Source: an optimization exercise on an open RTL-to-GDS flow (aim: small area and a short achievable clock period). Production flows keep margins and buffers that such runs may drop. RTL that was checked went through simulation tests only; none was proved equivalent to the original. Power figures rest on the tool's default switching activity, not on a simulated workload.

==> inputs of xenon <==
==> flow/design.v <==
package csr_pkg;
  localparam logic [11:0] CSR_MSTATUS       = 12'h300;
  localparam logic [11:0] CSR_MISA          = 12'h301;
  localparam logic [11:0] CSR_MIE           = 12'h304;
  localparam logic [11:0] CSR_MTVEC         = 12'h305;
  localparam logic [11:0] CSR_MCOUNTINHIBIT = 12'h320;
  localparam logic [11:0] CSR_MSCRATCH      = 12'h340;
  localparam logic [11:0] CSR_MEPC          = 12'h341;
  localparam logic [11:0] CSR_MCAUSE        = 12'h342;
  localparam logic [11:0] CSR_MTVAL         = 12'h343;
  localparam logic [11:0] CSR_MIP           = 12'h344;
  localparam logic [11:0] CSR_MCYCLE        = 12'hB00;
  localparam logic [11:0] CSR_MINSTRET      = 12'hB02;
  localparam logic [11:0] CSR_MHPMCOUNTER3  = 12'hB03;
  localparam logic [11:0] CSR_MCYCLEH       = 12'hB80;
  localparam logic [11:0] CSR_MINSTRETH     = 12'hB82;
  localparam logic [11:0] CSR_MHPMCOUNTER3H = 12'hB83;
  localparam logic [11:0] CSR_MVENDORID     = 12'hF11;
  localparam logic [11:0] CSR_MARCHID       = 12'hF12;
  localparam logic [11:0] CSR_MIMPID        = 12'hF13;
  localparam logic [11:0] CSR_MHARTID       = 12'hF14;
  localparam logic [1:0] PRIV_U = 2'b00;
  localparam logic [1:0] PRIV_S = 2'b01;
  localparam logic [1:0] PRIV_M = 2'b11;
  localparam int MSTATUS_MIE    = 3;
  localparam int MSTATUS_MPIE   = 7;
  localparam int MSTATUS_MPP_LO = 11;
  localparam int MSTATUS_MPP_HI = 12;
  localparam logic [31:0] MSTATUS_MASK = 32'h0000_1888;
  localparam logic [31:0] MIE_MASK     = 32'h0000_0888;
  localparam logic [31:0] MEPC_MASK    = 32'hFFFF_FFFC;
  localparam logic [31:0] MCAUSE_MASK  = 32'h8000_001F;
  localparam logic [31:0] MISA_VAL     = 32'h0000_0000;
  localparam logic [4:0] CAUSE_ECALL_U = 5'd8;
  localparam logic [4:0] CAUSE_ECALL_S = 5'd9;
  localparam logic [4:0] CAUSE_ECALL_M = 5'd11;
  localparam logic [4:0] IRQ_MSI = 5'd3;
  localparam logic [4:0] IRQ_MTI = 5'd7;
  localparam logic [4:0] IRQ_MEI = 5'd11;
  typedef enum logic [1:0] {
    EV_NONE,
    EV_EXC,
    EV_IRQ,
    EV_MRET
  } event_e;
  function automatic logic [31:0] mstatus_legalize(input logic [31:0] wdata);
    logic [31:0] v;
    v = wdata & MSTATUS_MASK;
    if (wdata[MSTATUS_MPP_HI:MSTATUS_MPP_LO] != PRIV_M)
      v[MSTATUS_MPP_HI:MSTATUS_MPP_LO] = PRIV_U;
    mstatus_legalize = v;
  endfunction
  function automatic logic [4:0] ecall_cause(input logic [1:0] priv);
    case (priv)
      PRIV_U:  ecall_cause = CAUSE_ECALL_U;
      PRIV_S:  ecall_cause = CAUSE_ECALL_S;
      default: ecall_cause = CAUSE_ECALL_M;
    endcase
  endfunction
  function automatic logic [4:0] irq_code(input logic [31:0] pend);
    if (pend[IRQ_MEI])      irq_code = IRQ_MEI;
    else if (pend[IRQ_MSI]) irq_code = IRQ_MSI;
    else                    irq_code = IRQ_MTI;
  endfunction
endpackage
module csr_counter64 (
  input  logic        clk,
  input  logic        en,       
  input  logic        ld_lo,
  input  logic        ld_hi,
  input  logic [31:0] wd,
  output logic [63:0] value
);
  localparam int GW = 4;
  localparam int NG = 64 / GW;
  logic [63:0] cnt_q, cnt_d, sum;
  logic [NG:0] all1;    
  always_comb begin
    all1[0] = 1'b1;
    for (int j = 0; j < NG; j++) all1[j+1] = all1[j] & (&cnt_q[j*GW +: GW]);
  end
  always_comb begin
    logic t;
    for (int j = 0; j < NG; j++) begin
      t = en & all1[j];
      for (int b = 0; b < GW; b++) begin
        sum[j*GW+b] = cnt_q[j*GW+b] ^ t;
        t           = cnt_q[j*GW+b] & t;
      end
    end
  end
  always_comb begin
    cnt_d = sum;
    if (ld_lo) cnt_d[31:0]  = wd;
    if (ld_hi) cnt_d[63:32] = wd;
  end
  always_ff @(posedge clk) cnt_q <= cnt_d;
  assign value = cnt_q;
endmodule
module csr_trap_unit
#(
  parameter int unsigned NUM_HPM     = 4,
  parameter bit          VECTORED_EN = 1'b1,
  parameter logic [31:0] MTVEC_RST   = 32'h0000_0000
) (
  input  logic               clk,
  input  logic               rst,
  input  logic               csr_wen,
  input  logic [11:0]        csr_waddr,
  input  logic [31:0]        csr_wdata,
  input  logic               csr_ren,
  input  logic [11:0]        csr_raddr,
  output logic [31:0]        csr_rdata,
  output logic [31:0]        csr_status,
  input  logic               exc_valid,
  input  logic [4:0]         exc_cause,
  input  logic [31:0]        exc_pc,
  input  logic [31:0]        exc_tval,
  input  logic               ecall,
  input  logic               mret,
  input  logic               irq_ext,
  input  logic               irq_soft,
  input  logic               irq_timer,
  input  logic               int_ok,
  input  logic [31:0]        int_pc,
  input  logic               instret,
  input  logic [NUM_HPM-1:0] hpm_event,
  output logic               trap_taken,
  output logic [31:0]        trap_target,
  output logic               irq_pending
);
  localparam int unsigned NCNT = NUM_HPM + 2;
  logic        st_mie_q, st_mpie_q, st_mpp_q;    
  logic        priv_q;                           
  logic        ie_ext_q, ie_tim_q, ie_sw_q;      
  logic [31:2] tvec_q;                           
  logic        tmode_q;                          
  logic [31:0] mscratch_q;
  logic [31:2] mepc_q;
  logic        mcause_irq_q;
  logic [4:0]  mcause_code_q;
  logic [31:0] mtval_q;
  logic [NCNT-1:0] inh_q;                        
  logic        taken_q, was_mret_q;
  logic        w_mstatus, w_mie, w_mtvec, w_mscratch, w_mepc, w_mcause, w_mtval, w_minh;
  logic [NCNT-1:0] w_cnt_lo, w_cnt_hi;
  logic [31:0] wd;                               
  assign w_mstatus  = csr_wen && csr_waddr == csr_pkg::CSR_MSTATUS;
  assign w_mie      = csr_wen && csr_waddr == csr_pkg::CSR_MIE;
  assign w_mtvec    = csr_wen && csr_waddr == csr_pkg::CSR_MTVEC;
  assign w_mscratch = csr_wen && csr_waddr == csr_pkg::CSR_MSCRATCH;
  assign w_mepc     = csr_wen && csr_waddr == csr_pkg::CSR_MEPC;
  assign w_mcause   = csr_wen && csr_waddr == csr_pkg::CSR_MCAUSE;
  assign w_mtval    = csr_wen && csr_waddr == csr_pkg::CSR_MTVAL;
  assign w_minh     = csr_wen && csr_waddr == csr_pkg::CSR_MCOUNTINHIBIT;
  assign w_cnt_lo[0] = csr_wen && csr_waddr == csr_pkg::CSR_MCYCLE;
  assign w_cnt_hi[0] = csr_wen && csr_waddr == csr_pkg::CSR_MCYCLEH;
  assign w_cnt_lo[1] = csr_wen && csr_waddr == csr_pkg::CSR_MINSTRET;
  assign w_cnt_hi[1] = csr_wen && csr_waddr == csr_pkg::CSR_MINSTRETH;
  for (genvar g = 0; g < NUM_HPM; g++) begin : g_wdec
    assign w_cnt_lo[2+g] = csr_wen && csr_waddr == csr_pkg::CSR_MHPMCOUNTER3 + 12'(g);
    assign w_cnt_hi[2+g] = csr_wen && csr_waddr == csr_pkg::CSR_MHPMCOUNTER3H + 12'(g);
  end
  assign wd = rst ? 32'h0 : csr_wdata;
  logic [NCNT-1:0] cnt_inc;
  logic [63:0]     cnt_val [NCNT];
  assign cnt_inc = {hpm_event, instret, 1'b1};
  for (genvar g = 0; g < NCNT; g++) begin : g_cnt
    csr_counter64 u_cnt (
      .clk   (clk),
      .en    (cnt_inc[g] && !inh_q[g] && !w_cnt_lo[g] && !w_cnt_hi[g]),
      .ld_lo (w_cnt_lo[g] || rst),
      .ld_hi (w_cnt_hi[g] || rst),
      .wd    (wd),
      .value (cnt_val[g])
    );
  end
  logic       p_ext, p_sw, p_tim;
  logic       exc, irq_take, mret_take, trap;
  logic [4:0] exc_code, irq_code;
  assign p_ext = irq_ext   & ie_ext_q;
  assign p_sw  = irq_soft  & ie_sw_q;
  assign p_tim = irq_timer & ie_tim_q;
  assign irq_pending = p_ext | p_sw | p_tim;
  assign exc       = exc_valid | ecall;
  assign irq_take  = !exc && st_mie_q && int_ok && irq_pending;
  assign mret_take = !exc && !irq_take && mret;
  assign trap      = exc | irq_take;
  assign exc_code = exc_valid ? exc_cause :
                    (priv_q ? csr_pkg::CAUSE_ECALL_M : csr_pkg::CAUSE_ECALL_U);
  assign irq_code = p_ext ? csr_pkg::IRQ_MEI : p_sw ? csr_pkg::IRQ_MSI : csr_pkg::IRQ_MTI;
  logic w_st_mie, w_st_mpie, w_st_mpp;
  assign w_st_mie  = w_mstatus ? csr_wdata[3]  : st_mie_q;
  assign w_st_mpie = w_mstatus ? csr_wdata[7]  : st_mpie_q;
  assign w_st_mpp  = w_mstatus ? (csr_wdata[12] & csr_wdata[11]) : st_mpp_q;
  always_ff @(posedge clk) begin
    if (rst) begin
      st_mie_q      <= 1'b0;
      st_mpie_q     <= 1'b0;
      st_mpp_q      <= 1'b0;
      priv_q        <= 1'b1;
      ie_ext_q      <= 1'b0;
      ie_tim_q      <= 1'b0;
      ie_sw_q       <= 1'b0;
      tvec_q        <= MTVEC_RST[31:2];
      tmode_q       <= VECTORED_EN & MTVEC_RST[0];
      mscratch_q    <= '0;
      mepc_q        <= '0;
      mcause_irq_q  <= 1'b0;
      mcause_code_q <= '0;
      mtval_q       <= '0;
      inh_q         <= '0;
      taken_q       <= 1'b0;
      was_mret_q    <= 1'b0;
    end else begin
      if (trap) begin
        st_mie_q  <= 1'b0;
        st_mpie_q <= st_mie_q;
        st_mpp_q  <= priv_q;
        priv_q    <= 1'b1;
      end else if (mret_take) begin
        st_mie_q  <= w_st_mpie;
        st_mpie_q <= 1'b1;
        st_mpp_q  <= 1'b0;
        priv_q    <= w_st_mpp;
      end else begin
        st_mie_q  <= w_st_mie;
        st_mpie_q <= w_st_mpie;
        st_mpp_q  <= w_st_mpp;
      end
      if (w_mie) begin
        ie_ext_q <= csr_wdata[11];
        ie_tim_q <= csr_wdata[7];
        ie_sw_q  <= csr_wdata[3];
      end
      if (w_mtvec) begin
        tvec_q  <= csr_wdata[31:2];
        tmode_q <= VECTORED_EN & csr_wdata[0];
      end
      if (w_mscratch) mscratch_q <= csr_wdata;
      if (trap) begin
        mepc_q        <= irq_take ? int_pc[31:2] : exc_pc[31:2];
        mcause_irq_q  <= irq_take;
        mcause_code_q <= irq_take ? irq_code : exc_code;
        mtval_q       <= irq_take ? 32'h0 : exc_tval;
      end else begin
        if (w_mepc)   mepc_q <= csr_wdata[31:2];
        if (w_mcause) begin
          mcause_irq_q  <= csr_wdata[31];
          mcause_code_q <= csr_wdata[4:0];
        end
        if (w_mtval)  mtval_q <= csr_wdata;
      end
      if (w_minh) inh_q <= {csr_wdata[NCNT:2], csr_wdata[0]};
      taken_q    <= trap | mret_take;
      was_mret_q <= mret_take;
    end
  end
  assign csr_status = {19'b0, st_mpp_q, st_mpp_q, 3'b0, st_mpie_q, 3'b0, st_mie_q, 3'b0};
  assign trap_taken = taken_q;
  logic        vec_off;
  logic [6:2]  lo_sum;
  logic        lo_cy;
  logic [31:7] hi_p;
  logic [31:2] tgt_trap;
  assign vec_off = tmode_q & mcause_irq_q;
  assign {lo_cy, lo_sum} = {1'b0, tvec_q[6:2]} + {1'b0, vec_off ? mcause_code_q : 5'd0};
  always_comb begin
    for (int i = 7; i < 32; i++) begin
      logic a;
      a = 1'b1;
      for (int k = 7; k < i; k++) a = a & tvec_q[k];
      hi_p[i] = a & lo_cy;
    end
  end
  assign tgt_trap = {tvec_q[31:7] ^ hi_p[31:7], lo_sum};
  assign trap_target = {taken_q ? (was_mret_q ? mepc_q : tgt_trap) : 30'h0, 2'b00};
  logic [31:0] rd;
  always_comb begin
    rd = '0;
    if (csr_raddr == csr_pkg::CSR_MSTATUS)       rd = rd | csr_status;
    if (csr_raddr == csr_pkg::CSR_MIE)           rd = rd | {20'b0, ie_ext_q, 3'b0, ie_tim_q, 3'b0, ie_sw_q, 3'b0};
    if (csr_raddr == csr_pkg::CSR_MTVEC)         rd = rd | {tvec_q, 1'b0, tmode_q};
    if (csr_raddr == csr_pkg::CSR_MCOUNTINHIBIT) rd = rd | 32'({inh_q[NCNT-1:1], 1'b0, inh_q[0]});
    if (csr_raddr == csr_pkg::CSR_MSCRATCH)      rd = rd | mscratch_q;
    if (csr_raddr == csr_pkg::CSR_MEPC)          rd = rd | {mepc_q, 2'b00};
    if (csr_raddr == csr_pkg::CSR_MCAUSE)        rd = rd | {mcause_irq_q, 26'b0, mcause_code_q};
    if (csr_raddr == csr_pkg::CSR_MTVAL)         rd = rd | mtval_q;
    if (csr_raddr == csr_pkg::CSR_MIP)           rd = rd | {20'b0, irq_ext, 3'b0, irq_timer, 3'b0, irq_soft, 3'b0};
    if (csr_raddr == csr_pkg::CSR_MCYCLE)        rd = rd | cnt_val[0][31:0];
    if (csr_raddr == csr_pkg::CSR_MCYCLEH)       rd = rd | cnt_val[0][63:32];
    if (csr_raddr == csr_pkg::CSR_MINSTRET)      rd = rd | cnt_val[1][31:0];
    if (csr_raddr == csr_pkg::CSR_MINSTRETH)     rd = rd | cnt_val[1][63:32];
    for (int i = 0; i < NUM_HPM; i++) begin
      if (csr_raddr == csr_pkg::CSR_MHPMCOUNTER3 + 12'(i))  rd = rd | cnt_val[2+i][31:0];
      if (csr_raddr == csr_pkg::CSR_MHPMCOUNTER3H + 12'(i)) rd = rd | cnt_val[2+i][63:32];
    end
  end
  assign csr_rdata = csr_ren ? rd : 32'h0;
endmodule
==> flow/run.sh <==
#!/bin/bash
# synth_recipe.tcl (not shown) runs the flow's synth.tcl, then flattens the netlist and writes it again
# the make line also repeats each setting of config.mk as NAME=value (left out here)
make -C /OpenROAD-flow-scripts/flow DESIGN_CONFIG=/design/flow/config.mk WORK_HOME=/design/flow/orfs CLKGATE_MAP_FILE= SYNTH_SCRIPT=/design/flow/synth_recipe.tcl finish
==> flow/config.mk <==
export PLATFORM = sky130hd
export DESIGN_NAME = csr_trap_unit
export DESIGN_NICKNAME = csr_trap_unit
export VERILOG_FILES = /design/flow/design.v
export SDC_FILE = /design/flow/constraint.sdc
export NUM_CORES = 4
export LEC_CHECK = 0
export ABC_AREA = 1
export CAP_MARGIN = 20
export CORE_MARGIN = 2
export CORE_UTILIZATION = 50
export SETUP_SLACK_MARGIN = 0.3
export SLEW_MARGIN = 20
==> flow/constraint.sdc <==
create_clock -name core_clock -period 7.0 [get_ports {clk}]
set_input_delay 1.4000 -clock core_clock [delete_from_list [all_inputs] [get_ports {clk}]]
set_output_delay 1.4000 -clock core_clock [all_outputs]
set_load 0.01 [all_outputs]
==> amber: changes against xenon <==
--- a/flow/design.v
+++ b/flow/design.v
@@ -142,5 +142,6 @@
   logic [31:0] mtval_q;
   logic [NCNT-1:0] inh_q;                        
-  logic        taken_q, was_mret_q;
+  logic        tk_trap_q, tk_mret_q;              
+  logic        tcy_q;                            
   logic        w_mstatus, w_mie, w_mtvec, w_mscratch, w_mepc, w_mcause, w_mtval, w_minh;
   logic [NCNT-1:0] w_cnt_lo, w_cnt_hi;
@@ -190,4 +191,11 @@
                     (priv_q ? csr_pkg::CAUSE_ECALL_M : csr_pkg::CAUSE_ECALL_U);
   assign irq_code = p_ext ? csr_pkg::IRQ_MEI : p_sw ? csr_pkg::IRQ_MSI : csr_pkg::IRQ_MTI;
+  logic       w_tmode, w_tcy;
+  logic [6:2] w_tlo;
+  logic [5:0] w_tsum;
+  assign w_tmode = w_mtvec ? (VECTORED_EN & csr_wdata[0]) : tmode_q;
+  assign w_tlo   = w_mtvec ? csr_wdata[6:2] : tvec_q[6:2];
+  assign w_tsum  = {1'b0, w_tlo} + {1'b0, irq_code};
+  assign w_tcy   = irq_take && w_tmode && w_tsum[5];
   logic w_st_mie, w_st_mpie, w_st_mpp;
   assign w_st_mie  = w_mstatus ? csr_wdata[3]  : st_mie_q;
@@ -211,6 +219,7 @@
       mtval_q       <= '0;
       inh_q         <= '0;
-      taken_q       <= 1'b0;
-      was_mret_q    <= 1'b0;
+      tk_trap_q     <= 1'b0;
+      tk_mret_q     <= 1'b0;
+      tcy_q         <= 1'b0;
     end else begin
       if (trap) begin
@@ -253,17 +262,16 @@
       end
       if (w_minh) inh_q <= {csr_wdata[NCNT:2], csr_wdata[0]};
-      taken_q    <= trap | mret_take;
-      was_mret_q <= mret_take;
+      tk_trap_q  <= trap;
+      tk_mret_q  <= mret_take;
+      tcy_q      <= w_tcy;
     end
   end
   assign csr_status = {19'b0, st_mpp_q, st_mpp_q, 3'b0, st_mpie_q, 3'b0, st_mie_q, 3'b0};
-  assign trap_taken = taken_q;
-  logic        vec_off;
-  logic [6:2]  lo_sum;
-  logic        lo_cy;
+  assign trap_taken = tk_trap_q | tk_mret_q;
+  logic       vec_off;
+  logic [6:2] lo_sum;
   logic [31:7] hi_p;
-  logic [31:2] tgt_trap;
   assign vec_off = tmode_q & mcause_irq_q;
-  assign {lo_cy, lo_sum} = {1'b0, tvec_q[6:2]} + {1'b0, vec_off ? mcause_code_q : 5'd0};
+  assign lo_sum  = tvec_q[6:2] + (vec_off ? mcause_code_q : 5'd0);
   always_comb begin
     for (int i = 7; i < 32; i++) begin
@@ -271,30 +279,43 @@
       a = 1'b1;
       for (int k = 7; k < i; k++) a = a & tvec_q[k];
-      hi_p[i] = a & lo_cy;
+      hi_p[i] = a & tcy_q;
     end
   end
-  assign tgt_trap = {tvec_q[31:7] ^ hi_p[31:7], lo_sum};
-  assign trap_target = {taken_q ? (was_mret_q ? mepc_q : tgt_trap) : 30'h0, 2'b00};
-  logic [31:0] rd;
+  assign trap_target = {({30{tk_trap_q}} & {tvec_q[31:7] ^ hi_p[31:7], lo_sum}) |
+                        ({30{tk_mret_q}} & mepc_q), 2'b00};
+  logic [7:0]  rsel3;                  
+  logic        pg_cnt_lo, pg_cnt_hi;   
+  logic        pg_csr;                 
+  logic [31:0] cnt_lo_rd, cnt_hi_rd, csr_rd;
   always_comb begin
-    rd = '0;
-    if (csr_raddr == csr_pkg::CSR_MSTATUS)       rd = rd | csr_status;
-    if (csr_raddr == csr_pkg::CSR_MIE)           rd = rd | {20'b0, ie_ext_q, 3'b0, ie_tim_q, 3'b0, ie_sw_q, 3'b0};
-    if (csr_raddr == csr_pkg::CSR_MTVEC)         rd = rd | {tvec_q, 1'b0, tmode_q};
-    if (csr_raddr == csr_pkg::CSR_MCOUNTINHIBIT) rd = rd | 32'({inh_q[NCNT-1:1], 1'b0, inh_q[0]});
-    if (csr_raddr == csr_pkg::CSR_MSCRATCH)      rd = rd | mscratch_q;
-    if (csr_raddr == csr_pkg::CSR_MEPC)          rd = rd | {mepc_q, 2'b00};
-    if (csr_raddr == csr_pkg::CSR_MCAUSE)        rd = rd | {mcause_irq_q, 26'b0, mcause_code_q};
-    if (csr_raddr == csr_pkg::CSR_MTVAL)         rd = rd | mtval_q;
-    if (csr_raddr == csr_pkg::CSR_MIP)           rd = rd | {20'b0, irq_ext, 3'b0, irq_timer, 3'b0, irq_soft, 3'b0};
-    if (csr_raddr == csr_pkg::CSR_MCYCLE)        rd = rd | cnt_val[0][31:0];
-    if (csr_raddr == csr_pkg::CSR_MCYCLEH)       rd = rd | cnt_val[0][63:32];
-    if (csr_raddr == csr_pkg::CSR_MINSTRET)      rd = rd | cnt_val[1][31:0];
-    if (csr_raddr == csr_pkg::CSR_MINSTRETH)     rd = rd | cnt_val[1][63:32];
+    for (int k = 0; k < 8; k++) rsel3[k] = (csr_raddr[2:0] == 3'(k));
+  end
+  assign pg_cnt_lo = csr_ren && csr_raddr[11:3] == 9'b1011_0000_0;
+  assign pg_cnt_hi = csr_ren && csr_raddr[11:3] == 9'b1011_1000_0;
+  assign pg_csr    = csr_ren && csr_raddr[11:8] == 4'h3;
+  always_comb begin
+    cnt_lo_rd = ({32{rsel3[0]}} & cnt_val[0][31:0])  | ({32{rsel3[2]}} & cnt_val[1][31:0]);
+    cnt_hi_rd = ({32{rsel3[0]}} & cnt_val[0][63:32]) | ({32{rsel3[2]}} & cnt_val[1][63:32]);
     for (int i = 0; i < NUM_HPM; i++) begin
-      if (csr_raddr == csr_pkg::CSR_MHPMCOUNTER3 + 12'(i))  rd = rd | cnt_val[2+i][31:0];
-      if (csr_raddr == csr_pkg::CSR_MHPMCOUNTER3H + 12'(i)) rd = rd | cnt_val[2+i][63:32];
+      cnt_lo_rd = cnt_lo_rd | ({32{rsel3[3+i]}} & cnt_val[2+i][31:0]);
+      cnt_hi_rd = cnt_hi_rd | ({32{rsel3[3+i]}} & cnt_val[2+i][63:32]);
     end
   end
-  assign csr_rdata = csr_ren ? rd : 32'h0;
+  always_comb begin
+    csr_rd = '0;
+    case (csr_raddr[7:0])
+      8'h00: csr_rd = csr_status;
+      8'h04: csr_rd = {20'b0, ie_ext_q, 3'b0, ie_tim_q, 3'b0, ie_sw_q, 3'b0};
+      8'h05: csr_rd = {tvec_q, 1'b0, tmode_q};
+      8'h20: csr_rd = 32'({inh_q[NCNT-1:1], 1'b0, inh_q[0]});
+      8'h40: csr_rd = mscratch_q;
+      8'h41: csr_rd = {mepc_q, 2'b00};
+      8'h42: csr_rd = {mcause_irq_q, 26'b0, mcause_code_q};
+      8'h43: csr_rd = mtval_q;
+      8'h44: csr_rd = {20'b0, irq_ext, 3'b0, irq_timer, 3'b0, irq_soft, 3'b0};
+      default: ;
+    endcase
+  end
+  assign csr_rdata = ({32{pg_cnt_lo}} & cnt_lo_rd) | ({32{pg_cnt_hi}} & cnt_hi_rd) |
+                     ({32{pg_csr}} & csr_rd);
 endmodule
==> flow/flow/run.sh (new file) <==
#!/bin/bash
# Own layout flow: the standard ORFS flow (standard synthesis), except
#  - ports buffered by a small plain buffer instead of ORFS's default delay cell,
#  - clock tree built without dummy balancing loads.
set -euo pipefail
bash standard.sh "BUFFER_PORTS_ARGS=-buffer_cell sky130_fd_sc_hd__buf_1" \
  "CTS_ARGS=-sink_clustering_enable -repair_clock_nets -dont_use_dummy_load -buf_list sky130_fd_sc_hd__clkbuf_8" \
  finish > make_finish.log 2>&1
==> flow/standard.sh (new file) <==
#!/bin/bash
# synth_recipe.tcl (not shown) runs the flow's synth.tcl, then flattens the netlist and writes it again
# the make line also repeats each setting of config.mk as NAME=value (left out here)
make -C /OpenROAD-flow-scripts/flow DESIGN_CONFIG=/design/flow/config.mk WORK_HOME=/design/flow/orfs CLKGATE_MAP_FILE= SYNTH_SCRIPT=/design/flow/synth_recipe.tcl "${@:-finish}"
ABC_AREA = 0   (was 1)
CORE_UTILIZATION = 70   (was 50)
SETUP_SLACK_MARGIN = 2.5   (was 0.3)
removed: flow/run.sh
==> tundra: changes against xenon <==
--- a/flow/design.v
+++ b/flow/design.v
@@ -276,25 +276,38 @@
   assign tgt_trap = {tvec_q[31:7] ^ hi_p[31:7], lo_sum};
   assign trap_target = {taken_q ? (was_mret_q ? mepc_q : tgt_trap) : 30'h0, 2'b00};
-  logic [31:0] rd;
+  logic [7:0]  rsel3;                  
+  logic        pg_cnt_lo, pg_cnt_hi;   
+  logic        pg_csr;                 
+  logic [31:0] cnt_lo_rd, cnt_hi_rd, csr_rd;
   always_comb begin
-    rd = '0;
-    if (csr_raddr == csr_pkg::CSR_MSTATUS)       rd = rd | csr_status;
-    if (csr_raddr == csr_pkg::CSR_MIE)           rd = rd | {20'b0, ie_ext_q, 3'b0, ie_tim_q, 3'b0, ie_sw_q, 3'b0};
-    if (csr_raddr == csr_pkg::CSR_MTVEC)         rd = rd | {tvec_q, 1'b0, tmode_q};
-    if (csr_raddr == csr_pkg::CSR_MCOUNTINHIBIT) rd = rd | 32'({inh_q[NCNT-1:1], 1'b0, inh_q[0]});
-    if (csr_raddr == csr_pkg::CSR_MSCRATCH)      rd = rd | mscratch_q;
-    if (csr_raddr == csr_pkg::CSR_MEPC)          rd = rd | {mepc_q, 2'b00};
-    if (csr_raddr == csr_pkg::CSR_MCAUSE)        rd = rd | {mcause_irq_q, 26'b0, mcause_code_q};
-    if (csr_raddr == csr_pkg::CSR_MTVAL)         rd = rd | mtval_q;
-    if (csr_raddr == csr_pkg::CSR_MIP)           rd = rd | {20'b0, irq_ext, 3'b0, irq_timer, 3'b0, irq_soft, 3'b0};
-    if (csr_raddr == csr_pkg::CSR_MCYCLE)        rd = rd | cnt_val[0][31:0];
-    if (csr_raddr == csr_pkg::CSR_MCYCLEH)       rd = rd | cnt_val[0][63:32];
-    if (csr_raddr == csr_pkg::CSR_MINSTRET)      rd = rd | cnt_val[1][31:0];
-    if (csr_raddr == csr_pkg::CSR_MINSTRETH)     rd = rd | cnt_val[1][63:32];
+    for (int k = 0; k < 8; k++) rsel3[k] = (csr_raddr[2:0] == 3'(k));
+  end
+  assign pg_cnt_lo = csr_ren && csr_raddr[11:3] == 9'b1011_0000_0;
+  assign pg_cnt_hi = csr_ren && csr_raddr[11:3] == 9'b1011_1000_0;
+  assign pg_csr    = csr_ren && csr_raddr[11:8] == 4'h3;
+  always_comb begin
+    cnt_lo_rd = ({32{rsel3[0]}} & cnt_val[0][31:0])  | ({32{rsel3[2]}} & cnt_val[1][31:0]);
+    cnt_hi_rd = ({32{rsel3[0]}} & cnt_val[0][63:32]) | ({32{rsel3[2]}} & cnt_val[1][63:32]);
     for (int i = 0; i < NUM_HPM; i++) begin
-      if (csr_raddr == csr_pkg::CSR_MHPMCOUNTER3 + 12'(i))  rd = rd | cnt_val[2+i][31:0];
-      if (csr_raddr == csr_pkg::CSR_MHPMCOUNTER3H + 12'(i)) rd = rd | cnt_val[2+i][63:32];
+      cnt_lo_rd = cnt_lo_rd | ({32{rsel3[3+i]}} & cnt_val[2+i][31:0]);
+      cnt_hi_rd = cnt_hi_rd | ({32{rsel3[3+i]}} & cnt_val[2+i][63:32]);
     end
   end
-  assign csr_rdata = csr_ren ? rd : 32'h0;
+  always_comb begin
+    csr_rd = '0;
+    case (csr_raddr[7:0])
+      8'h00: csr_rd = csr_status;
+      8'h04: csr_rd = {20'b0, ie_ext_q, 3'b0, ie_tim_q, 3'b0, ie_sw_q, 3'b0};
+      8'h05: csr_rd = {tvec_q, 1'b0, tmode_q};
+      8'h20: csr_rd = 32'({inh_q[NCNT-1:1], 1'b0, inh_q[0]});
+      8'h40: csr_rd = mscratch_q;
+      8'h41: csr_rd = {mepc_q, 2'b00};
+      8'h42: csr_rd = {mcause_irq_q, 26'b0, mcause_code_q};
+      8'h43: csr_rd = mtval_q;
+      8'h44: csr_rd = {20'b0, irq_ext, 3'b0, irq_timer, 3'b0, irq_soft, 3'b0};
+      default: ;
+    endcase
+  end
+  assign csr_rdata = ({32{pg_cnt_lo}} & cnt_lo_rd) | ({32{pg_cnt_hi}} & cnt_hi_rd) |
+                     ({32{pg_csr}} & csr_rd);
 endmodule
==> flow/flow/run.sh (new file) <==
#!/bin/bash
# Own layout flow: the standard ORFS flow (standard synthesis), with the
# ports buffered by a small plain buffer instead of ORFS's default delay cell.
set -euo pipefail
bash standard.sh "BUFFER_PORTS_ARGS=-buffer_cell sky130_fd_sc_hd__buf_1" finish > make_finish.log 2>&1
==> flow/standard.sh (new file) <==
#!/bin/bash
# synth_recipe.tcl (not shown) runs the flow's synth.tcl, then flattens the netlist and writes it again
# the make line also repeats each setting of config.mk as NAME=value (left out here)
make -C /OpenROAD-flow-scripts/flow DESIGN_CONFIG=/design/flow/config.mk WORK_HOME=/design/flow/orfs CLKGATE_MAP_FILE= SYNTH_SCRIPT=/design/flow/synth_recipe.tcl "${@:-finish}"
ABC_AREA = 0   (was 1)
CORE_UTILIZATION = 60   (was 50)
CTS_BUF_LIST = sky130_fd_sc_hd__clkbuf_8   (was unset)
SETUP_SLACK_MARGIN = 2.5   (was 0.3)
removed: flow/run.sh
==> results.txt <==
Run status: xenon no timing/DRC/antenna violations; amber no timing/DRC/antenna violations; tundra no timing/DRC/antenna violations
Number of inserted diodes: xenon 1; amber 7; tundra 1
Combinational power share: xenon 10.0%; amber 9.7%; tundra 8.9%
Vias post-DR: xenon 28,300; amber 32,100; tundra 31,300
Inverter count: xenon 378; amber 42; tundra 37
Post-Synth Adder-Cell Area: xenon 12.8%; amber 12.1%; tundra 12.1%
Proportion of cell area occupied by registers: xenon 31.4%; amber 30.5%; tundra 29.7%
Maximum achievable frequency: xenon 0.152 GHz; amber 0.205 GHz; tundra 0.214 GHz
Multi-input gate share of the layout cell area: xenon 47.2%; amber 55.4%; tundra 54.0%
Layout sequential cell count: xenon 530; amber 531; tundra 530
Share of power burned in the clock network: xenon 42.5%; amber 38.2%; tundra 44.3%
Final Instance Count excl. Fillers: xenon 4,688; amber 4,501; tundra 4,717
Worst hold slack: xenon 0.485 ns; amber 0.457 ns; tundra 0.452 ns
Register cell area after layout: xenon 10,600 µm²; amber 10,600 µm²; tundra 10,600 µm²
Clock tree buffer count of the final layout: xenon 93; amber 87; tundra 117
Data arrival time of the critical path: xenon 5.19 ns; amber 3.47 ns; tundra 3.27 ns
Routed wirelength normalized by instance count: xenon 24.9 µm; amber 27.5 µm; tundra 25.9 µm
Routed Wire Length: xenon 117 mm; amber 124 mm; tundra 122 mm
Placement Rows: xenon 88; amber 76; tundra 82
Netlist cell types: xenon 51; amber 80; tundra 77
No functional check of the RTL was part of xenon.

==> afterwards: timing with drivers on the ports <==
The results above use ideal ports. As a check the final layouts listed here were re-extracted and re-timed, cells and wires unchanged. Step 1 assumes that a clkbuf_16 drives the clock port and a buf_2 every other input. Step 2 times the ports against the registers' clock, not the clock port: input delays grow and output delays shrink by t, the midpoint of the rising clock arrivals with the driver on. Slacks: no drivers / after step 1 / after step 2; pairs: no drivers / after step 1.
run	t, ns	slack for setup (ns)	hold slack, ns	clock arrival spread, ns
xenon	0.687	0.414 / 0.389 / 0.389	0.485 / 0.485 / 0.485	0.016 / 0.016
amber	0.755	2.128 / 1.949 / 1.875	0.457 / 0.457 / 0.457	0.056 / 0.056
tundra	0.751	2.331 / 2.131 / 2.123	0.452 / 0.452 / 0.452	0.035 / 0.036
After both steps setup and hold are still met in every run listed. For amber, which loses most, drivers alone change the setup slack by -0.179 ns; drivers and shift together by -0.253 ns.
